What follows belongs to an exercise in optimizing a design on an open flow for small area and few clock cycles per item; a production flow would make more cautious choices. No run shown here included a check of the RTL's function; only the layout flow was run. Power figures rest on the tool's default switching activity, not on a simulated workload.

==> flow/design.v (outline; a module is shown in full before it is edited, if it fits) <==
// module hsv_adjust_pipe: 93 lines
// module hsv_adjust_hue: 170 lines
// module hsv_adjust_gain: 1488 lines
// module hsv_adjust_ha: 4 lines
// module hsv_adjust_fa: 4 lines
module hsv_adjust_pipe #(
  parameter int          HW      = 25,
  parameter int          SW      = 18,
  parameter int          FRAC    = 16,
  parameter int unsigned HUE_MAX = 360 << FRAC
) (
  input  logic                 CLK,
  input  logic                 RST_N,
  input  logic                 IN_VALID,
  output logic                 IN_READY,
  input  logic                 IN_SOF,
  input  logic [HW-1:0]        H,
  input  logic [SW-1:0]        S,
  input  logic [SW-1:0]        V,
  input  logic                 CNTL_WR,
  input  logic signed [HW:0]   CNTL_HUE,
  input  logic signed [SW-1:0] CNTL_SAT,
  input  logic signed [SW-1:0] CNTL_VAL,
  input  logic                 CNTL_BYP,
  output logic                 OUT_VALID,
  input  logic                 OUT_READY,
  output logic                 OUT_SOF,
  output logic [HW-1:0]        HO,
  output logic [SW-1:0]        SO,
  output logic [SW-1:0]        VO
);
  // ...
==> flow/flow/run.sh <==
#!/bin/bash
# Standard ORFS layout, with the port buffers made from the smallest buffer
# (every input and output port still gets its own buffer).
set -o pipefail
export BUFFER_PORTS_ARGS="-buffer_cell sky130_fd_sc_hd__buf_1"
bash standard.sh synth > synth.log 2>&1 || exit 1
bash standard.sh finish > layout.log 2>&1 || exit 1
==> flow/standard.sh <==
#!/bin/bash
# synth_recipe.tcl (not shown) runs the flow's synth.tcl, then flattens the netlist and writes it again
# the make line also repeats each setting of config.mk as NAME=value (left out here)
make -C /OpenROAD-flow-scripts/flow DESIGN_CONFIG=/design/flow/config.mk WORK_HOME=/design/flow/orfs CLKGATE_MAP_FILE= SYNTH_SCRIPT=/design/flow/synth_recipe.tcl "${@:-finish}"
==> flow/config.mk <==
export PLATFORM = sky130hd
export DESIGN_NAME = hsv_adjust_pipe
export DESIGN_NICKNAME = hsv_adjust_pipe
export VERILOG_FILES = /design/flow/design.v
export SDC_FILE = /design/flow/constraint.sdc
export NUM_CORES = 4
export LEC_CHECK = 0
export CAP_MARGIN = 20
export CORE_MARGIN = 2
export CORE_UTILIZATION = 45
export SLEW_MARGIN = 20
export SYNTH_HIERARCHICAL = 1
export SYNTH_MINIMUM_KEEP_SIZE = 0
==> flow/constraint.sdc <==
create_clock -name core_clock -period 10.0 [get_ports {CLK}]
set_input_delay 2.0000 -clock core_clock [delete_from_list [all_inputs] [get_ports {CLK}]]
set_output_delay 2.0000 -clock core_clock [all_outputs]
set_load 0.01 [all_outputs]
==> out/summary.md, run 1 <==
### Cells and area
• **fill cell total of the finished layout** 4,412
• **Non-CTS buffers** 258
• **post-route design area** 23,600 um2
• **number of flip-flops under the largest register name** 62
• **FF/Latch Area** 5040 um2
• **most frequent standard cell in the layout excluding fill and tap cells** sky130_fd_sc_hd__nand2_1

### Global routing
• **largest net degree at the start of global routing** 64
• **initial antenna violation count** 4

### STA
• **post-layout minimum cycle time** 9.56 ns
• **worst hold slack** 0.458 ns
• **setup slack of the critical path after layout** 0.442 ns
• **final sum of negative setup slack** 0 ns
• **final cycle utilization of the critical path** 0.956

### Pwr
• **relative contribution of the clock network to total power** 0.135
• **Pwr Total** 5.46 mW
• **Worst VDD drop** 214 uV
• **power group with the highest consumption** combinational logic
• **net switching power** 2.57 mW

### Drt
• **sum of routed wire segments on met1** 23,800 um
• **WL met2** 28,200 um

### Synthesis
• **post-synthesis register bit count** 189
• **most common cell in the netlist** sky130_fd_sc_hd__nand2_1
• **Post-Synth Adder-Cell Area** 0.469

### Critical path
• **termination of the worst setup path** HO[23]
• **Setup CP Type** flip-flop to output port
• **CP startpoint kind** flip-flop

### Placement
• **sum of net half-perimeters after detailed placement** 43,600 um

### Outcome
• **status** complete, no violations

### Clock network
• **cts bufs inserted** 17

### Worst hold path
• **hold wc startpoint** pend[59]

==> module hsv_adjust_pipe, before the edit <==
module hsv_adjust_pipe #(
  parameter int          HW      = 25,
  parameter int          SW      = 18,
  parameter int          FRAC    = 16,
  parameter int unsigned HUE_MAX = 360 << FRAC
) (
  input  logic                 CLK,
  input  logic                 RST_N,
  input  logic                 IN_VALID,
  output logic                 IN_READY,
  input  logic                 IN_SOF,
  input  logic [HW-1:0]        H,
  input  logic [SW-1:0]        S,
  input  logic [SW-1:0]        V,
  input  logic                 CNTL_WR,
  input  logic signed [HW:0]   CNTL_HUE,
  input  logic signed [SW-1:0] CNTL_SAT,
  input  logic signed [SW-1:0] CNTL_VAL,
  input  logic                 CNTL_BYP,
  output logic                 OUT_VALID,
  input  logic                 OUT_READY,
  output logic                 OUT_SOF,
  output logic [HW-1:0]        HO,
  output logic [SW-1:0]        SO,
  output logic [SW-1:0]        VO
);
  localparam logic [HW:0]   HMAX    = HUE_MAX[HW:0];
  localparam int unsigned   HLAST_I = HUE_MAX - 1;
  localparam logic [HW-1:0] HLAST   = HLAST_I[HW-1:0];
  typedef struct packed {
    logic [HW-1:0] hue;
    logic [SW-1:0] sat;
    logic [SW-1:0] val;
    logic          byp;
  } cntl_t;
  logic  accept, take, pend_flag, zero, byp;
  logic  [HW:0] hue_norm;
  cntl_t wr_set, pend, pend_nx, act;
  assign IN_READY = ~OUT_VALID | OUT_READY;
  assign accept   = IN_VALID & IN_READY;
  assign take     = accept & IN_SOF & (pend_flag | CNTL_WR);
  always_comb begin
    hue_norm = CNTL_HUE;
    if (CNTL_HUE[HW])
      hue_norm = CNTL_HUE + HMAX;
    wr_set  = {hue_norm[HW-1:0] & {HW{~CNTL_BYP}}, CNTL_SAT & {SW{~CNTL_BYP}},
               CNTL_VAL & {SW{~CNTL_BYP}}, CNTL_BYP};
    pend_nx = CNTL_WR ? wr_set : pend;
  end
  always_ff @(posedge CLK)
    pend <= pend_nx;
  always_ff @(posedge CLK)
    if (take || zero)
      act <= take ? pend_nx : '0;
  always_ff @(posedge CLK or negedge RST_N) begin
    if (!RST_N) begin
      zero      <= 1'b1;
      byp       <= 1'b0;
      pend_flag <= 1'b0;
    end else begin
      if (take) begin
        zero      <= 1'b0;
        byp       <= pend_nx.byp;
        pend_flag <= 1'b0;
      end else if (CNTL_WR) begin
        pend_flag <= 1'b1;
      end
    end
  end
  logic          b_sof;
  logic [HW-1:0] b_h;
  logic [SW-1:0] b_s, b_v;
  always_ff @(posedge CLK or negedge RST_N) begin
    if (!RST_N)
      OUT_VALID <= 1'b0;
    else if (IN_READY)
      OUT_VALID <= IN_VALID;
  end
  always_ff @(posedge CLK) begin
    if (IN_READY) begin
      b_sof <= IN_SOF;
      b_h   <= H;
      b_s   <= S;
      b_v   <= V;
    end
  end
  hsv_adjust_gain u_sg (.x(b_s), .g(act.sat), .byp(byp), .y(SO));
  hsv_adjust_gain u_vg (.x(b_v), .g(act.val), .byp(byp), .y(VO));
  logic [HW-1:0] off;
  assign off     = act.hue;
  assign OUT_SOF = b_sof;
  hsv_adjust_hue u_hue (.h(b_h), .off(off), .byp(byp), .y(HO));
endmodule
==> module hsv_adjust_hue, before the edit <==
module hsv_adjust_hue (
  input  logic [24:0] h,
  input  logic [24:0] off,
  input  logic        byp,
  output logic [24:0] y
);
  logic clamp, c19;
  logic [18:0] hc;
  logic [5:0] hc_hi;
  logic [6:0] t0, t1;
  logic [5:0] r0, r1;
  logic hs1;
  logic hc2;
  logic hs3;
  logic hc4;
  logic hs5;
  logic hc6;
  logic hs7;
  logic hc8;
  logic hs9;
  logic hc10;
  logic hs11;
  logic hc12;
  logic hs13;
  logic hc14;
  logic hs15;
  logic hc16;
  logic hp17;
  logic hg18;
  logic hp19;
  logic hg20;
  logic hp21;
  logic hg22;
  logic hp23;
  logic hg24;
  logic hp25;
  logic hg26;
  logic hp27;
  logic hg28;
  logic hp29;
  logic hg30;
  logic hp31;
  logic hg32;
  logic hp33;
  logic hg34;
  logic hp35;
  logic hg36;
  logic hp37;
  logic hg38;
  logic hg39;
  logic hp40;
  logic hg41;
  logic hp42;
  logic hg43;
  logic hp44;
  logic hg45;
  logic hp46;
  logic hg47;
  logic hp48;
  logic hg49;
  logic hp50;
  logic hg51;
  logic hp52;
  logic hg53;
  logic hp54;
  logic hg55;
  logic hp56;
  logic hg57;
  logic hp58;
  logic hg59;
  logic hp60;
  logic hg61;
  logic hp62;
  logic hg63;
  logic hp64;
  logic hg65;
  logic hp66;
  logic hg67;
  logic hp68;
  logic hg69;
  logic hp70;
  logic hg71;
  logic hp72;
  logic hg73;
  logic hp74;
  logic hg75;
  logic hp76;
  logic hg77;
  logic hp78;
  logic hs79;
  logic hs80;
  logic hs81;
  logic hs82;
  logic hs83;
  logic hs84;
  logic hs85;
  logic hs86;
  logic hs87;
  logic hs88;
  logic hs89;
  assign clamp = ~byp & (h[24:19] >= 6'd45);
  assign hc = h[18:0] | {19{clamp}};
  assign hc_hi = clamp ? 6'd44 : h[24:19];
  hsv_adjust_ha u_hs1 (.a(hc[0]), .b(off[0]), .s(hs1), .c(hc2));
  hsv_adjust_fa u_hs3 (.a(hc[1]), .b(off[1]), .c(hc2), .s(hs3), .co(hc4));
  hsv_adjust_fa u_hs5 (.a(hc[2]), .b(off[2]), .c(hc4), .s(hs5), .co(hc6));
  hsv_adjust_fa u_hs7 (.a(hc[3]), .b(off[3]), .c(hc6), .s(hs7), .co(hc8));
  hsv_adjust_fa u_hs9 (.a(hc[4]), .b(off[4]), .c(hc8), .s(hs9), .co(hc10));
  hsv_adjust_fa u_hs11 (.a(hc[5]), .b(off[5]), .c(hc10), .s(hs11), .co(hc12));
  hsv_adjust_fa u_hs13 (.a(hc[6]), .b(off[6]), .c(hc12), .s(hs13), .co(hc14));
  hsv_adjust_fa u_hs15 (.a(hc[7]), .b(off[7]), .c(hc14), .s(hs15), .co(hc16));
  hsv_adjust_ha u_hp17 (.a(hc[8]), .b(off[8]), .s(hp17), .c(hg18));
  hsv_adjust_ha u_hp19 (.a(hc[9]), .b(off[9]), .s(hp19), .c(hg20));
  hsv_adjust_ha u_hp21 (.a(hc[10]), .b(off[10]), .s(hp21), .c(hg22));
  hsv_adjust_ha u_hp23 (.a(hc[11]), .b(off[11]), .s(hp23), .c(hg24));
  hsv_adjust_ha u_hp25 (.a(hc[12]), .b(off[12]), .s(hp25), .c(hg26));
  hsv_adjust_ha u_hp27 (.a(hc[13]), .b(off[13]), .s(hp27), .c(hg28));
  hsv_adjust_ha u_hp29 (.a(hc[14]), .b(off[14]), .s(hp29), .c(hg30));
  hsv_adjust_ha u_hp31 (.a(hc[15]), .b(off[15]), .s(hp31), .c(hg32));
  hsv_adjust_ha u_hp33 (.a(hc[16]), .b(off[16]), .s(hp33), .c(hg34));
  hsv_adjust_ha u_hp35 (.a(hc[17]), .b(off[17]), .s(hp35), .c(hg36));
  hsv_adjust_ha u_hp37 (.a(hc[18]), .b(off[18]), .s(hp37), .c(hg38));
  assign hg39 = hg18 | (hp17 & hc16);
  assign hg41 = hg22 | (hp21 & hg20);
  assign hp42 = hp21 & hp19;
  assign hg43 = hg26 | (hp25 & hg24);
  assign hp44 = hp25 & hp23;
  assign hg45 = hg30 | (hp29 & hg28);
  assign hp46 = hp29 & hp27;
  assign hg47 = hg34 | (hp33 & hg32);
  assign hp48 = hp33 & hp31;
  assign hg49 = hg38 | (hp37 & hg36);
  assign hp50 = hp37 & hp35;
  assign hg51 = hg20 | (hp19 & hg39);
  assign hg53 = hg41 | (hp42 & hg39);
  assign hg55 = hg28 | (hp27 & hg43);
  assign hp56 = hp27 & hp44;
  assign hg57 = hg45 | (hp46 & hg43);
  assign hp58 = hp46 & hp44;
  assign hg59 = hg36 | (hp35 & hg47);
  assign hp60 = hp35 & hp48;
  assign hg61 = hg49 | (hp50 & hg47);
  assign hp62 = hp50 & hp48;
  assign hg63 = hg24 | (hp23 & hg53);
  assign hg65 = hg43 | (hp44 & hg53);
  assign hg67 = hg55 | (hp56 & hg53);
  assign hg69 = hg57 | (hp58 & hg53);
  assign hg71 = hg32 | (hp31 & hg69);
  assign hg73 = hg47 | (hp48 & hg69);
  assign hg75 = hg59 | (hp60 & hg69);
  assign hg77 = hg61 | (hp62 & hg69);
  assign hs79 = hp17 ^ hc16;
  assign hs80 = hp19 ^ hg39;
  assign hs81 = hp21 ^ hg51;
  assign hs82 = hp23 ^ hg53;
  assign hs83 = hp25 ^ hg63;
  assign hs84 = hp27 ^ hg65;
  assign hs85 = hp29 ^ hg67;
  assign hs86 = hp31 ^ hg69;
  assign hs87 = hp33 ^ hg71;
  assign hs88 = hp35 ^ hg73;
  assign hs89 = hp37 ^ hg75;
  assign c19 = hg77;
  assign y[18:0] = {hs89, hs88, hs87, hs86, hs85, hs84, hs83, hs82, hs81, hs80, hs79, hs15, hs13, hs11, hs9, hs7, hs5, hs3, hs1};
  assign t0 = {1'b0, hc_hi} + {1'b0, off[24:19]} + {6'd0, c19};
  assign r0 = (~byp & (t0 >= 7'd45)) ? 6'(t0 - 7'd45) : t0[5:0];
  assign t1 = '0;
  assign r1 = '0;
  assign y[24:19] = r0;
endmodule
==> run 2, diff against run 1 <==
--- a/flow/design.v
+++ b/flow/design.v
@@ -45,18 +45,18 @@
       hue_norm = CNTL_HUE + HMAX;
     wr_set  = {hue_norm[HW-1:0] & {HW{~CNTL_BYP}}, CNTL_SAT & {SW{~CNTL_BYP}},
                CNTL_VAL & {SW{~CNTL_BYP}}, CNTL_BYP};
     pend_nx = CNTL_WR ? wr_set : pend;
   end
   always_ff @(posedge CLK)
     pend <= pend_nx;
   always_ff @(posedge CLK)
-    if (take || zero)
-      act <= take ? pend_nx : '0;
+    if (take)
+      act <= pend_nx;
   always_ff @(posedge CLK or negedge RST_N) begin
     if (!RST_N) begin
       zero      <= 1'b1;
       byp       <= 1'b0;
       pend_flag <= 1'b0;
     end else begin
       if (take) begin
         zero      <= 1'b0;
@@ -71,28 +71,32 @@
   logic [HW-1:0] b_h;
   logic [SW-1:0] b_s, b_v;
   always_ff @(posedge CLK or negedge RST_N) begin
     if (!RST_N)
       OUT_VALID <= 1'b0;
     else if (IN_READY)
       OUT_VALID <= IN_VALID;
   end
+  logic          byp_use;
+  logic [HW-1:0] h_in;
+  assign byp_use = take ? pend_nx.byp : byp;
+  assign h_in    = (!byp_use && {1'b0, H} >= HMAX) ? HLAST : H;
   always_ff @(posedge CLK) begin
     if (IN_READY) begin
       b_sof <= IN_SOF;
-      b_h   <= H;
+      b_h   <= h_in;
       b_s   <= S;
       b_v   <= V;
     end
   end
-  hsv_adjust_gain u_sg (.x(b_s), .g(act.sat), .byp(byp), .y(SO));
-  hsv_adjust_gain u_vg (.x(b_v), .g(act.val), .byp(byp), .y(VO));
+  hsv_adjust_gain u_sg (.x(b_s), .g(act.sat), .z(zero), .byp(byp), .y(SO));
+  hsv_adjust_gain u_vg (.x(b_v), .g(act.val), .z(zero), .byp(byp), .y(VO));
   logic [HW-1:0] off;
-  assign off     = act.hue;
+  assign off     = act.hue & {HW{~zero}};
   assign OUT_SOF = b_sof;
   hsv_adjust_hue u_hue (.h(b_h), .off(off), .byp(byp), .y(HO));
 endmodule
 module hsv_adjust_hue (
   input  logic [24:0] h,
   input  logic [24:0] off,
   input  logic        byp,
   output logic [24:0] y
@@ -113,22 +117,22 @@
   logic hs9;
   logic hc10;
   logic hs11;
   logic hc12;
   logic hs13;
   logic hc14;
   logic hs15;
   logic hc16;
-  logic hp17;
-  logic hg18;
-  logic hp19;
-  logic hg20;
-  logic hp21;
-  logic hg22;
+  logic hs17;
+  logic hc18;
+  logic hs19;
+  logic hc20;
+  logic hs21;
+  logic hc22;
   logic hp23;
   logic hg24;
   logic hp25;
   logic hg26;
   logic hp27;
   logic hg28;
   logic hp29;
   logic hg30;
@@ -161,114 +165,84 @@
   logic hg57;
   logic hp58;
   logic hg59;
   logic hp60;
   logic hg61;
   logic hp62;
   logic hg63;
   logic hp64;
-  logic hg65;
-  logic hp66;
-  logic hg67;
-  logic hp68;
-  logic hg69;
-  logic hp70;
-  logic hg71;
-  logic hp72;
-  logic hg73;
-  logic hp74;
-  logic hg75;
-  logic hp76;
-  logic hg77;
-  logic hp78;
-  logic hs79;
-  logic hs80;
-  logic hs81;
-  logic hs82;
-  logic hs83;
-  logic hs84;
-  logic hs85;
-  logic hs86;
-  logic hs87;
-  logic hs88;
-  logic hs89;
-  assign clamp = ~byp & (h[24:19] >= 6'd45);
+  logic hs65;
+  logic hs66;
+  logic hs67;
+  logic hs68;
+  logic hs69;
+  logic hs70;
+  logic hs71;
+  logic hs72;
+  assign clamp = 1'b0;
   assign hc = h[18:0] | {19{clamp}};
   assign hc_hi = clamp ? 6'd44 : h[24:19];
   hsv_adjust_ha u_hs1 (.a(hc[0]), .b(off[0]), .s(hs1), .c(hc2));
   hsv_adjust_fa u_hs3 (.a(hc[1]), .b(off[1]), .c(hc2), .s(hs3), .co(hc4));
   hsv_adjust_fa u_hs5 (.a(hc[2]), .b(off[2]), .c(hc4), .s(hs5), .co(hc6));
   hsv_adjust_fa u_hs7 (.a(hc[3]), .b(off[3]), .c(hc6), .s(hs7), .co(hc8));
   hsv_adjust_fa u_hs9 (.a(hc[4]), .b(off[4]), .c(hc8), .s(hs9), .co(hc10));
   hsv_adjust_fa u_hs11 (.a(hc[5]), .b(off[5]), .c(hc10), .s(hs11), .co(hc12));
   hsv_adjust_fa u_hs13 (.a(hc[6]), .b(off[6]), .c(hc12), .s(hs13), .co(hc14));
   hsv_adjust_fa u_hs15 (.a(hc[7]), .b(off[7]), .c(hc14), .s(hs15), .co(hc16));
-  hsv_adjust_ha u_hp17 (.a(hc[8]), .b(off[8]), .s(hp17), .c(hg18));
-  hsv_adjust_ha u_hp19 (.a(hc[9]), .b(off[9]), .s(hp19), .c(hg20));
-  hsv_adjust_ha u_hp21 (.a(hc[10]), .b(off[10]), .s(hp21), .c(hg22));
+  hsv_adjust_fa u_hs17 (.a(hc[8]), .b(off[8]), .c(hc16), .s(hs17), .co(hc18));
+  hsv_adjust_fa u_hs19 (.a(hc[9]), .b(off[9]), .c(hc18), .s(hs19), .co(hc20));
+  hsv_adjust_fa u_hs21 (.a(hc[10]), .b(off[10]), .c(hc20), .s(hs21), .co(hc22));
   hsv_adjust_ha u_hp23 (.a(hc[11]), .b(off[11]), .s(hp23), .c(hg24));
   hsv_adjust_ha u_hp25 (.a(hc[12]), .b(off[12]), .s(hp25), .c(hg26));
   hsv_adjust_ha u_hp27 (.a(hc[13]), .b(off[13]), .s(hp27), .c(hg28));
   hsv_adjust_ha u_hp29 (.a(hc[14]), .b(off[14]), .s(hp29), .c(hg30));
   hsv_adjust_ha u_hp31 (.a(hc[15]), .b(off[15]), .s(hp31), .c(hg32));
   hsv_adjust_ha u_hp33 (.a(hc[16]), .b(off[16]), .s(hp33), .c(hg34));
   hsv_adjust_ha u_hp35 (.a(hc[17]), .b(off[17]), .s(hp35), .c(hg36));
   hsv_adjust_ha u_hp37 (.a(hc[18]), .b(off[18]), .s(hp37), .c(hg38));
-  assign hg39 = hg18 | (hp17 & hc16);
-  assign hg41 = hg22 | (hp21 & hg20);
-  assign hp42 = hp21 & hp19;
-  assign hg43 = hg26 | (hp25 & hg24);
-  assign hp44 = hp25 & hp23;
-  assign hg45 = hg30 | (hp29 & hg28);
-  assign hp46 = hp29 & hp27;
-  assign hg47 = hg34 | (hp33 & hg32);
-  assign hp48 = hp33 & hp31;
-  assign hg49 = hg38 | (hp37 & hg36);
-  assign hp50 = hp37 & hp35;
-  assign hg51 = hg20 | (hp19 & hg39);
-  assign hg53 = hg41 | (hp42 & hg39);
-  assign hg55 = hg28 | (hp27 & hg43);
-  assign hp56 = hp27 & hp44;
-  assign hg57 = hg45 | (hp46 & hg43);
-  assign hp58 = hp46 & hp44;
-  assign hg59 = hg36 | (hp35 & hg47);
-  assign hp60 = hp35 & hp48;
-  assign hg61 = hg49 | (hp50 & hg47);
-  assign hp62 = hp50 & hp48;
-  assign hg63 = hg24 | (hp23 & hg53);
-  assign hg65 = hg43 | (hp44 & hg53);
-  assign hg67 = hg55 | (hp56 & hg53);
-  assign hg69 = hg57 | (hp58 & hg53);
-  assign hg71 = hg32 | (hp31 & hg69);
-  assign hg73 = hg47 | (hp48 & hg69);
-  assign hg75 = hg59 | (hp60 & hg69);
-  assign hg77 = hg61 | (hp62 & hg69);
-  assign hs79 = hp17 ^ hc16;
-  assign hs80 = hp19 ^ hg39;
-  assign hs81 = hp21 ^ hg51;
-  assign hs82 = hp23 ^ hg53;
-  assign hs83 = hp25 ^ hg63;
-  assign hs84 = hp27 ^ hg65;
-  assign hs85 = hp29 ^ hg67;
-  assign hs86 = hp31 ^ hg69;
-  assign hs87 = hp33 ^ hg71;
-  assign hs88 = hp35 ^ hg73;
-  assign hs89 = hp37 ^ hg75;
-  assign c19 = hg77;
-  assign y[18:0] = {hs89, hs88, hs87, hs86, hs85, hs84, hs83, hs82, hs81, hs80, hs79, hs15, hs13, hs11, hs9, hs7, hs5, hs3, hs1};
+  assign hg39 = hg24 | (hp23 & hc22);
+  assign hg41 = hg28 | (hp27 & hg26);
+  assign hp42 = hp27 & hp25;
+  assign hg43 = hg32 | (hp31 & hg30);
+  assign hp44 = hp31 & hp29;
+  assign hg45 = hg36 | (hp35 & hg34);
+  assign hp46 = hp35 & hp33;
+  assign hg47 = hg26 | (hp25 & hg39);
+  assign hg49 = hg41 | (hp42 & hg39);
+  assign hg51 = hg34 | (hp33 & hg43);
+  assign hp52 = hp33 & hp44;
+  assign hg53 = hg45 | (hp46 & hg43);
+  assign hp54 = hp46 & hp44;
+  assign hg55 = hg30 | (hp29 & hg49);
+  assign hg57 = hg43 | (hp44 & hg49);
+  assign hg59 = hg51 | (hp52 & hg49);
+  assign hg61 = hg53 | (hp54 & hg49);
+  assign hg63 = hg38 | (hp37 & hg61);
+  assign hs65 = hp23 ^ hc22;
+  assign hs66 = hp25 ^ hg39;
+  assign hs67 = hp27 ^ hg47;
+  assign hs68 = hp29 ^ hg49;
+  assign hs69 = hp31 ^ hg55;
+  assign hs70 = hp33 ^ hg57;
+  assign hs71 = hp35 ^ hg59;
+  assign hs72 = hp37 ^ hg61;
+  assign c19 = hg63;
+  assign y[18:0] = {hs72, hs71, hs70, hs69, hs68, hs67, hs66, hs65, hs21, hs19, hs17, hs15, hs13, hs11, hs9, hs7, hs5, hs3, hs1};
   assign t0 = {1'b0, hc_hi} + {1'b0, off[24:19]} + {6'd0, c19};
   assign r0 = (~byp & (t0 >= 7'd45)) ? 6'(t0 - 7'd45) : t0[5:0];
   assign t1 = '0;
   assign r1 = '0;
   assign y[24:19] = r0;
 endmodule
 module hsv_adjust_gain (
   input  logic [17:0] x,
   input  logic [17:0] g,
+  input  logic        z,      
   input  logic        byp,    
   output logic [17:0] y
 );
   logic [15:0] ge;
   logic m16, m17, neg, ovf, kill;
   logic [15:0] sn;
   logic pp1;
   logic pp2;
@@ -1121,20 +1095,20 @@
   logic sum849;
   logic sum850;
   logic sum851;
   logic sum852;
   logic sum853;
   logic sum854;
   logic sum855;
   logic sum856;
-  assign ge  = g[15:0];
-  assign m16 = g[17:16] == 2'b00;
-  assign m17 = g[17:16] == 2'b01;
-  assign neg = g[17:16] == 2'b10;
+  assign ge  = g[15:0] & {16{~z}};
+  assign m16 = (g[17:16] == 2'b00) | z;
+  assign m17 = (g[17:16] == 2'b01) & ~z;
+  assign neg = (g[17:16] == 2'b10) & ~z;
   assign pp1 = ~((x[0] & ge[0]));
   assign pp2 = ~((x[0] & ge[1]));
   assign pp3 = ~((x[1] & ge[0]));
   assign pp4 = ~((x[0] & ge[2]));
   assign pp5 = ~((x[1] & ge[1]));
   assign pp6 = ~((x[2] & ge[0]));
   assign pp7 = ~((x[0] & ge[3]));
   assign pp8 = ~((x[1] & ge[2]));
==> run 2 against run 1 <==
Against the previous run: now fails the layout checks on setup timing; worst setup slack worse by 0.87 ns; clock power down 4.1%; final cell count shrank 1.7%; clock skew increased by 0.0047 ns; area after synthesis fell by 1.0%.
==> out/summary.md, run 2 <==
### Outcome
• **status** finished with violations, was complete, no violations
• **layout check failures** setup timing

### Critical path
• **Setup CP Type** flip-flop to output port, unchanged
• **startpoint of the worst register-to-register path** OUT_VALID, unchanged
• **most prevalent standard cell on the critical path** sky130_fd_sc_hd__buf_4, was sky130_fd_sc_hd__fa_2
• **CP startpoint kind** flip-flop, unchanged
• **endpoint kind of the worst setup timing path** output port, unchanged
• **arrival time of data at the critical path endpoint** 8.43 ns, was 7.56 ns
• **number of cells traversed by the worst register-to-register path** 3, was 4
• **Worst EP required** 8.00 ns, about the same
• **slowest library cell on the worst path** sky130_fd_sc_hd__dfstp_2, was sky130_fd_sc_hd__fa_2
• **largest stage delay on the critical path** 0.54 ns, was 0.45 ns
• **delay-heaviest family, CP** adder cells, unchanged
• **RR Endpoint** act[15], was act[1]
• **number of buffers and inverters on the critical path** 28, was 2
• **maximum net fanout on the critical path** 3, was 5
• **Reg2Reg Setup Slack** 7.73 ns, was 7.94 ns

### Global routing
• **Total GRT Usage** 0.251, was 0.247
• **global-route wire length before repair** 95,000 um, was 93,600 um
• **overflow left after global routing** 0, unchanged
• **largest net degree at the start of global routing** 65, was 64
• **number of global-route vias before repair** 17,200, was 16,900
• **initial antenna violation count** 12, was 4

### Die
• **number of rows in the core area** 79, was 80
• **Die H** 222 um, was 223 um
• **initial standard-cell utilization of the core** 0.458, was 0.455
• **overall die area** 49,400 um2, was 49,900 um2
• **count of boundary I/O pins** 194, unchanged
• **Horiz. Die Dim** 222 um, was 223 um
• **total core area** 46,800 um2, was 47,600 um2

### Pwr
• **relative contribution of the clock network to total power** 0.091, was 0.135
• **net switching power** 3.88 mW, was 2.57 mW
• **Pint** 3.93 mW, was 2.89 mW
• **Comb power frac** 0.784, was 0.690
• **Worst VDD drop** 338 uV, was 214 uV
• **power per cell area** 327 nW/um2, was 231 nW/um2
• **Net Sw Frac** 0.497, was 0.471
• **Sequential Power Share** 0.125, was 0.175
• **Leakage** 8.51 nW, was 7.84 nW

### STA
• **worst-margin pin slew** 0.970 ns, was 0.961 ns
• **final hold viol count** 0, unchanged
• **RSZ-0062 raised after global routing** yes
• **setup slack of the critical path after layout** -0.432 ns, was 0.442 ns
• **Max Freq** 95.9 MHz, was 105 MHz
• **final cycle utilization of the critical path** 1.04, was 0.956
• **clock skew after layout** 0.0271 ns, was 0.0223 ns
• **final sum of negative setup slack** -1.18 ns, was 0 ns
• **max-slew violation count** 0, unchanged
• **post-layout minimum cycle time** 10.43 ns, was 9.56 ns
• **worst slew margin relative to its limit** 0.353, was 0.360
• **Finish-stage setup viols** 6, was 0

### Synthesis
• **most common cell in the netlist** sky130_fd_sc_hd__nand2_1, unchanged
• **Synth area leader** sky130_fd_sc_hd__fa_1, unchanged
• **largest family of logic cells by synthesized area** adder cells, unchanged
• **Post-synth top flop** sky130_fd_sc_hd__edfxtp_1, unchanged
• **number of synthesis warnings** 7, unchanged
• **mean instance size in the synthesized netlist** 11.3 um2, was 10.9 um2
• **EDFF count, synth** 123, unchanged
• **distinct cell type count of the synthesized netlist** 67, was 69
• **multiplexer share of the synthesized area** 0.00257, was 0.0163
• **Synth async-reset ratio** 0.0212, unchanged
• **Post-Synthesis Cells** 1,905, was 1,987
• **Post-Synth Adder-Cell Area** 0.475, was 0.469
• **register area share after synthesis** 0.235, was 0.233
• **post-synthesis register bit count** 189, unchanged
• **post-synthesis cell area** 21,400 um2, was 21,700 um2
• **area share of and/or/nand/nor cells after synthesis** 0.134, was 0.146
• **cell types with the largest area share after synthesis** sky130_fd_sc_hd__fa_1 43%, sky130_fd_sc_hd__edfxtp_1 17%, sky130_fd_sc_hd__nand2_1 8.7%, was sky130_fd_sc_hd__fa_1 42%, sky130_fd_sc_hd__edfxtp_1 17%, sky130_fd_sc_hd__nand2_1 8.8%
• **top cell types by occurrence after synthesis** 499 x sky130_fd_sc_hd__nand2_1, 460 x sky130_fd_sc_hd__fa_1, 148 x sky130_fd_sc_hd__clkbuf_1, 123 x sky130_fd_sc_hd__edfxtp_1, 77 x sky130_fd_sc_hd__ha_1, was 507 x sky130_fd_sc_hd__nand2_1, 457 x sky130_fd_sc_hd__fa_1, 130 x sky130_fd_sc_hd__clkbuf_1, 123 x sky130_fd_sc_hd__edfxtp_1, 94 x sky130_fd_sc_hd__nor2_1
• **fraction of the mapped netlist area in compound gates** 0.101, was 0.0838
• **share of the synthesized netlist area taken by xor and xnor gates** 0.0123, was 0.0121
• **portion of synthesized cell area occupied by the leading cell type** 0.430, was 0.422

### Drt
• **residual antenna-violating net count after detailed routing** 0, unchanged
• **Via Count** 15,400, was 15,600
• **drc violations** 0, unchanged
• **total wire length after detailed routing** 59,600 um, was 58,800 um
• **average wire per standard cell** 22.2 um, was 21.5 um
• **TritonRoute pass-1 iters** 8, was 5
• **via density per instance** 5.75, was 5.69
• **number of design-rule violations left by the first detailed-router iteration** 1,279, was 959

### Clock network
• **cts bufs inserted** 17, unchanged
• **CTS tree** yes, unchanged
• **total clock sinks** 189, unchanged
• **root cell of the clock tree** sky130_fd_sc_hd__clkbuf_16, unchanged
• **level count of the clock H-tree** 4, unchanged
• **buffer levels on the longest clock path** 2, unchanged
• **latest clock arrival within the worst-skew pair** 0.48 ns, was 0.49 ns
• **clock transition at the register clock pins on the worst setup and hold paths after CTS** 0.08 ns, about the same

### Cells and area
• **Synth-to-Final Area Change** 11.4%, was 9.01%
• **number of flip-flops under the largest register name** 62, unchanged
• **most frequent standard cell in the layout excluding fill and tap cells** sky130_fd_sc_hd__nand2_1, unchanged
• **register with the highest flop count** pend, unchanged
• **number of nets in the final layout** 2,733, was 2,771
• **registers with the highest flip-flop counts** pend: 62 flops, act: 61 flops, b_h: 25 flops, unchanged
• **share of cells above drive strength 1** 0.109, was 0.0605
• **core utilization of the finished layout** 0.511, was 0.495
• **most frequent cells in the layout** 498 x sky130_fd_sc_hd__nand2_1, 449 x sky130_fd_sc_hd__fa_1, 186 x sky130_fd_sc_hd__buf_1, was 507 x sky130_fd_sc_hd__nand2_1, 452 x sky130_fd_sc_hd__fa_1, 192 x sky130_fd_sc_hd__buf_1

### Placement
• **# port buffers** 193, unchanged
• **sum of net half-perimeters after detailed placement** 43,500 um, was 43,600 um
• **Placer Congestion** 0.865, was 0.856

### Worst hold path
• **hold path cells** 2, unchanged
• **hold wc startpoint** pend[59], unchanged
• **Tightest Hold Check Type** flip-flop to flip-flop, unchanged
• **end point of the worst hold path** pend[59], unchanged

### Flow run
• **max-cap viol count** 0, unchanged

-- run 2: metal layers --
| layer | up-vias | GRT usage | share of wire |
|---|---|---|---|
| met2 | 683 | 0.405 | 0.48 |
| met1 | 7993 | 0.335 | 0.41 |
| met4 | 20 | 0.0772 | 0.025 |
| met5 | - | 0 | 0.0023 |
| li1 | 6605 | - | - |
| met3 | 140 | 0.0624 | 0.082 |
-- run 2: through the flow --
stage	setup slack (ns)	instance area [um2]	power, mW	hold WS (ns)	cells
5_1_grt	-0.682	23900	8.66	0.483	2687
4_1_cts	-0.225	23800	7.88	0.460	2684
3_5_place_dp	-0.462	22800	7.08	0.438	2624
3_3_place_gp	-0.299	22800	7.02	0.433	2624
2_1_floorplan	-0.00357	21600	5.40	0.418	1933
6_report	-0.432	23900	7.81	0.470	2687
-- run 2: kinds of logic after synthesis --
family	after synthesis
and+or+nand+nor	678
xor gates and xnor gates	30
AOI/OAI and AO/OA	263
muxes	5
buffers and inverters	201
adders and majority gates	537
DFF	189
other	2
-- run 2: power groups by stage --
stage          clock network, mW  logic [mW]  registers, mW
2_1_floorplan                  0        4.48          0.925
3_3_place_gp                   0        6.03          0.990
3_5_place_dp                   0        6.09          0.991
4_1_cts                    0.722        6.18          0.974
5_1_grt                    0.753        6.93          0.983
6_report                   0.710        6.12          0.976
-- run 2: how the worst max path moves through the flow --
| stage | to | startpoint | depth (start not counted) | slack (ns) |
|---|---|---|---|---|
| final | HO[16] | zero | 46 | -0.43 |
| after global routing | HO[16] | zero | 46 | -0.68 |
| after CTS | HO[19] | zero | 32 | -0.22 |
| after detailed placement | HO[19] | zero | 32 | -0.46 |
| after global placement | HO[19] | zero | 32 | -0.30 |
| after floorplan | HO[21] | zero | 31 | -0.004 |
-- run 2: area by class of cell --
| cell class | instances | area, um2 |
|---|---|---|
| Fill cell | 4134 | 22900 |
| Multi-Input combinational cell | 1543 | 15800 |
| Sequential cell | 189 | 5040 |
| Timing Repair Buffer | 299 | 1580 |
| Tap cell | 607 | 759 |
| Clock buffer | 17 | 425 |
| Clock inverter | 15 | 195 |
| Inverter | 16 | 60.1 |
| Antenna cell | 1 | 2.50 |
-- run 2: modules after synthesis (local to each module, per instance) --
module	flops+latches	cells	area, um2	times used
hsv_adjust_hue	0	96	731	1
hsv_adjust_ha	0	1	12.5	49
hsv_adjust_fa	0	1	20.0	458
hsv_adjust_gain	0	474	2300	2
hsv_adjust_pipe	189	354	6320	1
-- run 2: worst register-to-register path: cells and delay by family (launching register included) --
kind | cells | cell delay (ns)
buf+inv | 1 | 0.75
simple gates | 2 | 0.65
flops | 1 | 0.42
-- run 2: timing repair --
| action | in CTS | in global routing |
|---|---|---|
| endpoints found under the hold margin | 0 | 0 |
| endpoints found under the setup margin | 18 | 41 |
| pin swaps | 10 | 8 |
| resized for setup | 41 | 15 |
| hold buffers | 0 | 0 |
| setup buffers | 28 | 3 |
==> run 3, diff against run 2 <==
--- a/flow/design.v
+++ b/flow/design.v
@@ -128,10 +128,10 @@
   logic hc20;
   logic hs21;
   logic hc22;
-  logic hp23;
-  logic hg24;
-  logic hp25;
-  logic hg26;
+  logic hs23;
+  logic hc24;
+  logic hs25;
+  logic hc26;
   logic hp27;
   logic hg28;
   logic hp29;
@@ -162,22 +162,12 @@
   logic hp54;
   logic hg55;
   logic hp56;
-  logic hg57;
-  logic hp58;
-  logic hg59;
-  logic hp60;
-  logic hg61;
-  logic hp62;
-  logic hg63;
-  logic hp64;
-  logic hs65;
-  logic hs66;
-  logic hs67;
-  logic hs68;
-  logic hs69;
-  logic hs70;
-  logic hs71;
-  logic hs72;
+  logic hs57;
+  logic hs58;
+  logic hs59;
+  logic hs60;
+  logic hs61;
+  logic hs62;
   assign clamp = 1'b0;
   assign hc = h[18:0] | {19{clamp}};
   assign hc_hi = clamp ? 6'd44 : h[24:19];
@@ -192,42 +182,34 @@
   hsv_adjust_fa u_hs17 (.a(hc[8]), .b(off[8]), .c(hc16), .s(hs17), .co(hc18));
   hsv_adjust_fa u_hs19 (.a(hc[9]), .b(off[9]), .c(hc18), .s(hs19), .co(hc20));
   hsv_adjust_fa u_hs21 (.a(hc[10]), .b(off[10]), .c(hc20), .s(hs21), .co(hc22));
-  hsv_adjust_ha u_hp23 (.a(hc[11]), .b(off[11]), .s(hp23), .c(hg24));
-  hsv_adjust_ha u_hp25 (.a(hc[12]), .b(off[12]), .s(hp25), .c(hg26));
+  hsv_adjust_fa u_hs23 (.a(hc[11]), .b(off[11]), .c(hc22), .s(hs23), .co(hc24));
+  hsv_adjust_fa u_hs25 (.a(hc[12]), .b(off[12]), .c(hc24), .s(hs25), .co(hc26));
   hsv_adjust_ha u_hp27 (.a(hc[13]), .b(off[13]), .s(hp27), .c(hg28));
   hsv_adjust_ha u_hp29 (.a(hc[14]), .b(off[14]), .s(hp29), .c(hg30));
   hsv_adjust_ha u_hp31 (.a(hc[15]), .b(off[15]), .s(hp31), .c(hg32));
   hsv_adjust_ha u_hp33 (.a(hc[16]), .b(off[16]), .s(hp33), .c(hg34));
   hsv_adjust_ha u_hp35 (.a(hc[17]), .b(off[17]), .s(hp35), .c(hg36));
   hsv_adjust_ha u_hp37 (.a(hc[18]), .b(off[18]), .s(hp37), .c(hg38));
-  assign hg39 = hg24 | (hp23 & hc22);
-  assign hg41 = hg28 | (hp27 & hg26);
-  assign hp42 = hp27 & hp25;
-  assign hg43 = hg32 | (hp31 & hg30);
-  assign hp44 = hp31 & hp29;
-  assign hg45 = hg36 | (hp35 & hg34);
-  assign hp46 = hp35 & hp33;
-  assign hg47 = hg26 | (hp25 & hg39);
-  assign hg49 = hg41 | (hp42 & hg39);
-  assign hg51 = hg34 | (hp33 & hg43);
-  assign hp52 = hp33 & hp44;
-  assign hg53 = hg45 | (hp46 & hg43);
-  assign hp54 = hp46 & hp44;
-  assign hg55 = hg30 | (hp29 & hg49);
-  assign hg57 = hg43 | (hp44 & hg49);
-  assign hg59 = hg51 | (hp52 & hg49);
-  assign hg61 = hg53 | (hp54 & hg49);
-  assign hg63 = hg38 | (hp37 & hg61);
-  assign hs65 = hp23 ^ hc22;
-  assign hs66 = hp25 ^ hg39;
-  assign hs67 = hp27 ^ hg47;
-  assign hs68 = hp29 ^ hg49;
-  assign hs69 = hp31 ^ hg55;
-  assign hs70 = hp33 ^ hg57;
-  assign hs71 = hp35 ^ hg59;
-  assign hs72 = hp37 ^ hg61;
-  assign c19 = hg63;
-  assign y[18:0] = {hs72, hs71, hs70, hs69, hs68, hs67, hs66, hs65, hs21, hs19, hs17, hs15, hs13, hs11, hs9, hs7, hs5, hs3, hs1};
+  assign hg39 = hg28 | (hp27 & hc26);
+  assign hg41 = hg32 | (hp31 & hg30);
+  assign hp42 = hp31 & hp29;
+  assign hg43 = hg36 | (hp35 & hg34);
+  assign hp44 = hp35 & hp33;
+  assign hg45 = hg30 | (hp29 & hg39);
+  assign hg47 = hg41 | (hp42 & hg39);
+  assign hg49 = hg38 | (hp37 & hg43);
+  assign hp50 = hp37 & hp44;
+  assign hg51 = hg34 | (hp33 & hg47);
+  assign hg53 = hg43 | (hp44 & hg47);
+  assign hg55 = hg49 | (hp50 & hg47);
+  assign hs57 = hp27 ^ hc26;
+  assign hs58 = hp29 ^ hg39;
+  assign hs59 = hp31 ^ hg45;
+  assign hs60 = hp33 ^ hg47;
+  assign hs61 = hp35 ^ hg51;
+  assign hs62 = hp37 ^ hg53;
+  assign c19 = hg55;
+  assign y[18:0] = {hs62, hs61, hs60, hs59, hs58, hs57, hs25, hs23, hs21, hs19, hs17, hs15, hs13, hs11, hs9, hs7, hs5, hs3, hs1};
   assign t0 = {1'b0, hc_hi} + {1'b0, off[24:19]} + {6'd0, c19};
   assign r0 = (~byp & (t0 >= 7'd45)) ? 6'(t0 - 7'd45) : t0[5:0];
   assign t1 = '0;
==> run 3 against run 2 <==
Against the previous run: the layout still fails its checks (setup timing); clock power down 1%; area after synthesis about the same; sequential share of layout area up 0.14 points; sequential power about the same; synthesized cell count down 0.16%; routed wire length about the same; first-iteration DRC count up 12%; count of clock-buffer cells in the layout up 7; power down 0.24%; worst hold slack worse by 0.0011 ns; fmax down 0.25%; clock skew down 0.017 ns; largest cell class unchanged.
==> out/summary.md, run 3 <==
### Global routing
• **Total GRT Usage** 0.251, about the same
• **Global Route met3 Usage** 0.0562, was 0.0624
• **fraction of met1 tracks used by global routing** 0.328, was 0.335
• **overflow left after global routing** 0, unchanged
• **most utilized layer in the global route result** met2, unchanged
• **largest net degree at the start of global routing** 67, was 65
• **global-route wire length before repair** 95,200 um, was 95,000 um
• **met2 global-route usage** 0.412, was 0.405
• **initial antenna violation count** 7, was 12
• **number of global-route vias before repair** 17,200, about the same

### STA
• **max-slew violation count** 0, unchanged
• **worst-margin pin slew** 1.05 ns, was 0.970 ns
• **clock skew after layout** 0.0103 ns, was 0.0271 ns
• **Max Freq** 95.6 MHz, was 95.9 MHz
• **final cycle utilization of the critical path** 1.05, was 1.04
• **final hold viol count** 0, unchanged
• **worst slew margin relative to its limit** 0.298, was 0.353
• **worst hold slack** 0.469 ns, was 0.470 ns
• **setup slack of the critical path after layout** -0.458 ns, was -0.432 ns
• **Finish-stage setup viols** 6, unchanged
• **post-layout minimum cycle time** 10.46 ns, was 10.43 ns
• **RSZ-0062 raised after global routing** yes, unchanged

### Clock network
• **cts bufs inserted** 17, unchanged
• **CTS tree** yes, unchanged
• **level count of the clock H-tree** 4, unchanged
• **clock transition at the register clock pins on the worst setup and hold paths after CTS** 0.07 ns, was 0.08 ns
• **latest clock arrival within the worst-skew pair** 0.48 ns, about the same
• **total clock sinks** 189, unchanged
• **root cell of the clock tree** sky130_fd_sc_hd__clkbuf_16, unchanged
• **buffer levels on the longest clock path** 2, unchanged

### Critical path
• **Setup CP Type** flip-flop to output port, unchanged
• **slowest library cell on the worst path** sky130_fd_sc_hd__dfstp_2, unchanged
• **Worst EP required** 8.00 ns, about the same
• **largest stage delay on the critical path** 0.54 ns, about the same
• **endpoint kind of the worst setup timing path** output port, unchanged
• **arrival time of data at the critical path endpoint** 8.46 ns, was 8.43 ns
• **maximum net fanout on the critical path** 3, unchanged
• **most prevalent standard cell on the critical path** sky130_fd_sc_hd__fa_2, was sky130_fd_sc_hd__buf_4
• **CP startpoint kind** flip-flop, unchanged

### Synthesis
• **Post-Synthesis Cells** 1,902, was 1,905
• **post-synthesis register bit count** 189, unchanged
• **Synth area leader** sky130_fd_sc_hd__fa_1, unchanged
• **distinct cell type count of the synthesized netlist** 65, was 67
• **mean instance size in the synthesized netlist** 11.3 um2, about the same
• **Post-synth top flop** sky130_fd_sc_hd__edfxtp_1, unchanged
• **portion of synthesized cell area occupied by the leading cell type** 0.432, was 0.430
• **Synth async-reset ratio** 0.0212, unchanged
• **register area share after synthesis** 0.235, about the same
• **number of synthesis warnings** 7, unchanged
• **post-synthesis cell area** 21,400 um2, about the same
• **most common cell in the netlist** sky130_fd_sc_hd__nand2_1, unchanged
• **cell types with the largest area share after synthesis** sky130_fd_sc_hd__fa_1 43%, sky130_fd_sc_hd__edfxtp_1 17%, sky130_fd_sc_hd__nand2_1 8.8%, was sky130_fd_sc_hd__fa_1 43%, sky130_fd_sc_hd__edfxtp_1 17%, sky130_fd_sc_hd__nand2_1 8.7%
• **EDFF count, synth** 123, unchanged
• **top cell types by occurrence after synthesis** 500 x sky130_fd_sc_hd__nand2_1, 462 x sky130_fd_sc_hd__fa_1, 148 x sky130_fd_sc_hd__clkbuf_1, 123 x sky130_fd_sc_hd__edfxtp_1, 74 x sky130_fd_sc_hd__ha_1, was 499 x sky130_fd_sc_hd__nand2_1, 460 x sky130_fd_sc_hd__fa_1, 148 x sky130_fd_sc_hd__clkbuf_1, 123 x sky130_fd_sc_hd__edfxtp_1, 77 x sky130_fd_sc_hd__ha_1

### Drt
• **total wire length after detailed routing** 59,600 um, about the same
• **residual antenna-violating net count after detailed routing** 0, unchanged
• **via density per instance** 5.83, was 5.75
• **number of design-rule violations left by the first detailed-router iteration** 1,427, was 1,279
• **TritonRoute pass-1 iters** 7, was 8
• **drc violations** 0, unchanged
• **average wire per standard cell** 22.4 um, was 22.2 um
• **Via Count** 15,500, was 15,400

### Pwr
• **net switching power** 3.81 mW, was 3.88 mW
• **Comb power frac** 0.784, about the same
• **power per cell area** 328 nW/um2, was 327 nW/um2
• **Leakage** 8.42 nW, was 8.51 nW
• **Pint** 3.98 mW, was 3.93 mW
• **Worst VDD drop** 384 uV, was 338 uV
• **Sequential Power Share** 0.126, was 0.125
• **relative contribution of the clock network to total power** 0.090, was 0.091
• **Net Sw Frac** 0.489, was 0.497

### Placement
• **sum of net half-perimeters after detailed placement** 43,100 um, was 43,500 um
• **count of placed standard cells including taps** 2,609, was 2,624
• **Placer Congestion** 0.847, was 0.865
• **# port buffers** 193, unchanged

### Cells and area
• **register with the highest flop count** pend, unchanged
• **most frequent cells in the layout** 498 x sky130_fd_sc_hd__nand2_1, 448 x sky130_fd_sc_hd__fa_1, 187 x sky130_fd_sc_hd__buf_1, was 498 x sky130_fd_sc_hd__nand2_1, 449 x sky130_fd_sc_hd__fa_1, 186 x sky130_fd_sc_hd__buf_1
• **Synth-to-Final Area Change** 10.7%, was 11.4%
• **antenna diode count** 0, was 1
• **most frequent standard cell in the layout excluding fill and tap cells** sky130_fd_sc_hd__nand2_1, unchanged
• **share of cells above drive strength 1** 0.101, was 0.109
• **number of nets in the final layout** 2,704, was 2,733
• **number of standard cells in the final layout excluding fillers** 2,658, was 2,687
• **number of flip-flops under the largest register name** 62, unchanged
• **registers with the highest flip-flop counts** pend: 62 flops, act: 61 flops, b_h: 25 flops, unchanged

### Die
• **count of boundary I/O pins** 194, unchanged
• **total core area** 46,800 um2, unchanged
• **overall die area** 49,400 um2, about the same
• **Die H** 222 um, about the same
• **initial standard-cell utilization of the core** 0.458, about the same
• **number of rows in the core area** 79, unchanged
• **Horiz. Die Dim** 222 um, about the same

### Flow run
• **max-cap viol count** 0, unchanged

### Outcome
• **layout check failures** setup timing, unchanged
• **status** finished with violations, unchanged

### Worst hold path
• **Tightest Hold Check Type** flip-flop to flip-flop, unchanged

==> run 3: path summary, 6_finish.rpt <==
| path | depth (start not counted) | start | slack, ns | to |
|---|---|---|---|---|
| setup / recovery | 32 | zero | -0.46 | HO[22] |
| hold / removal | 2 | pend[60] | 0.47 | pend[60] |
| setup reg to reg | 5 | OUT_VALID | 6.71 | b_h[20] |
| hold reg to reg | 2 | pend[60] | 0.47 | pend[60] |
| max in group asynchronous | 1 | RST_N | 8.31 | zero |
| min in group asynchronous | 1 | RST_N | 1.39 | pend_flag |
==> run 3: Yosys stat by module (local to each module, per instance) <==
module | flip-flops and latches | cells | times used
hsv_adjust_hue | 0 | 93 | 1
hsv_adjust_fa | 0 | 1 | 460
hsv_adjust_ha | 0 | 1 | 47
hsv_adjust_gain | 0 | 474 | 2
hsv_adjust_pipe | 189 | 354 | 1
==> run 3: routing by layer <==
metal	routed length, um	vias up
li1	-	6526
met1	23800	8089
met2	29100	735
met3	4880	134
met4	1690	14
met5	95	-
==> run 3: timing repair <==
action | CTS | global route
resized for setup | 35 | 25
hold buffers | 0 | 0
buffers inserted | 10 | 8
setup endpoints to repair | 22 | 40
pin swaps | 13 | 9
endpoints found under the hold margin | 0 | 0
==> run 3: layout make-up <==
type,count,area [um2]
Fill cell,4167,23000
Multi-Input combinational cell,1539,15900
Sequential cell,189,5040
Timing Repair Buffer,274,1390
Tap cell,607,759
Clock buffer,24,482
Clock inverter,8,108
Inverter,17,63.8
==> run 3: cell families (layout without fill, tap and decap cells) <==
kind of cell,Yosys count,in the layout,share of synthesized area
fa+ha+maj,536,536,0.475
other cells,2,30,0.000351
simple gates,680,680,0.135
buf+inv,202,323,0.0405
xor+xnor,29,29,0.0119
mux,5,5,0.00257
flops,189,189,0.235
compound gates,259,259,0.0995
==> run 3: worst max-delay path: cells and delay by family, from the launching register on <==
| kind | cells | cell delay, ns |
|---|---|---|
| adder cells (fa/ha/maj) | 17 | 5.44 |
| AO/OA/AOI/OAI | 6 | 0.75 |
| flip-flops | 1 | 0.54 |
| buffers and inverters | 2 | 0.29 |
| AND/OR/NAND/NOR | 6 | 0.83 |
| XOR/XNOR | 1 | 0.13 |
==> run 3: stage by stage <==
step	power, mW	util	worst slack, ns	instance area (um2)	TNS [ns]
4_1_cts	7.85	0.504	-0.532	23600	-2.73
5_1_grt	8.67	0.507	-0.749	23700	-5.30
3_3_place_gp	7.00	0.487	-0.129	22800	-0.273
2_1_floorplan	5.41	-	-0.00947	21600	-0.00947
3_5_place_dp	7.08	0.487	-0.209	22800	-0.723
6_report	7.79	0.507	-0.458	23700	-2.27
==> run 3: power groups by stage <==
stage | Combinational, mW | Sequential [mW] | Clock, mW
after floorplan | 4.48 | 0.926 | 0
after global placement | 6.01 | 0.993 | 0
after detailed placement | 6.09 | 0.993 | 0
after CTS | 6.16 | 0.977 | 0.718
after global routing | 6.94 | 0.985 | 0.738
final | 6.11 | 0.978 | 0.702

==> separate check: timing with driven ports <==
How much do the figures lean on ideal ports? The routed layouts below were timed once more, with nothing changed but the port constraints.
Step 1 assumes that a clkbuf_16 drives the clock port and a buf_2 every other input.
Step 2 also shifts input and output timing later by t, the mid clock arrival at the registers, as if the neighbouring blocks saw the same clock.
Slacks: ideal / step 1 / step 2; pairs: ideal / step 1.
run	shift t [ns]	setup WS [ns]	worst slew at a driven data input, ns	cell pins on the clock port's net
run 1	0.538	0.442 / 0.386 / 0.923	0.07	1
run 2	0.520	-0.432 / -0.488 / 0.032	0.13	1
run 3	0.528	-0.458 / -0.515 / 0.013	0.09	1
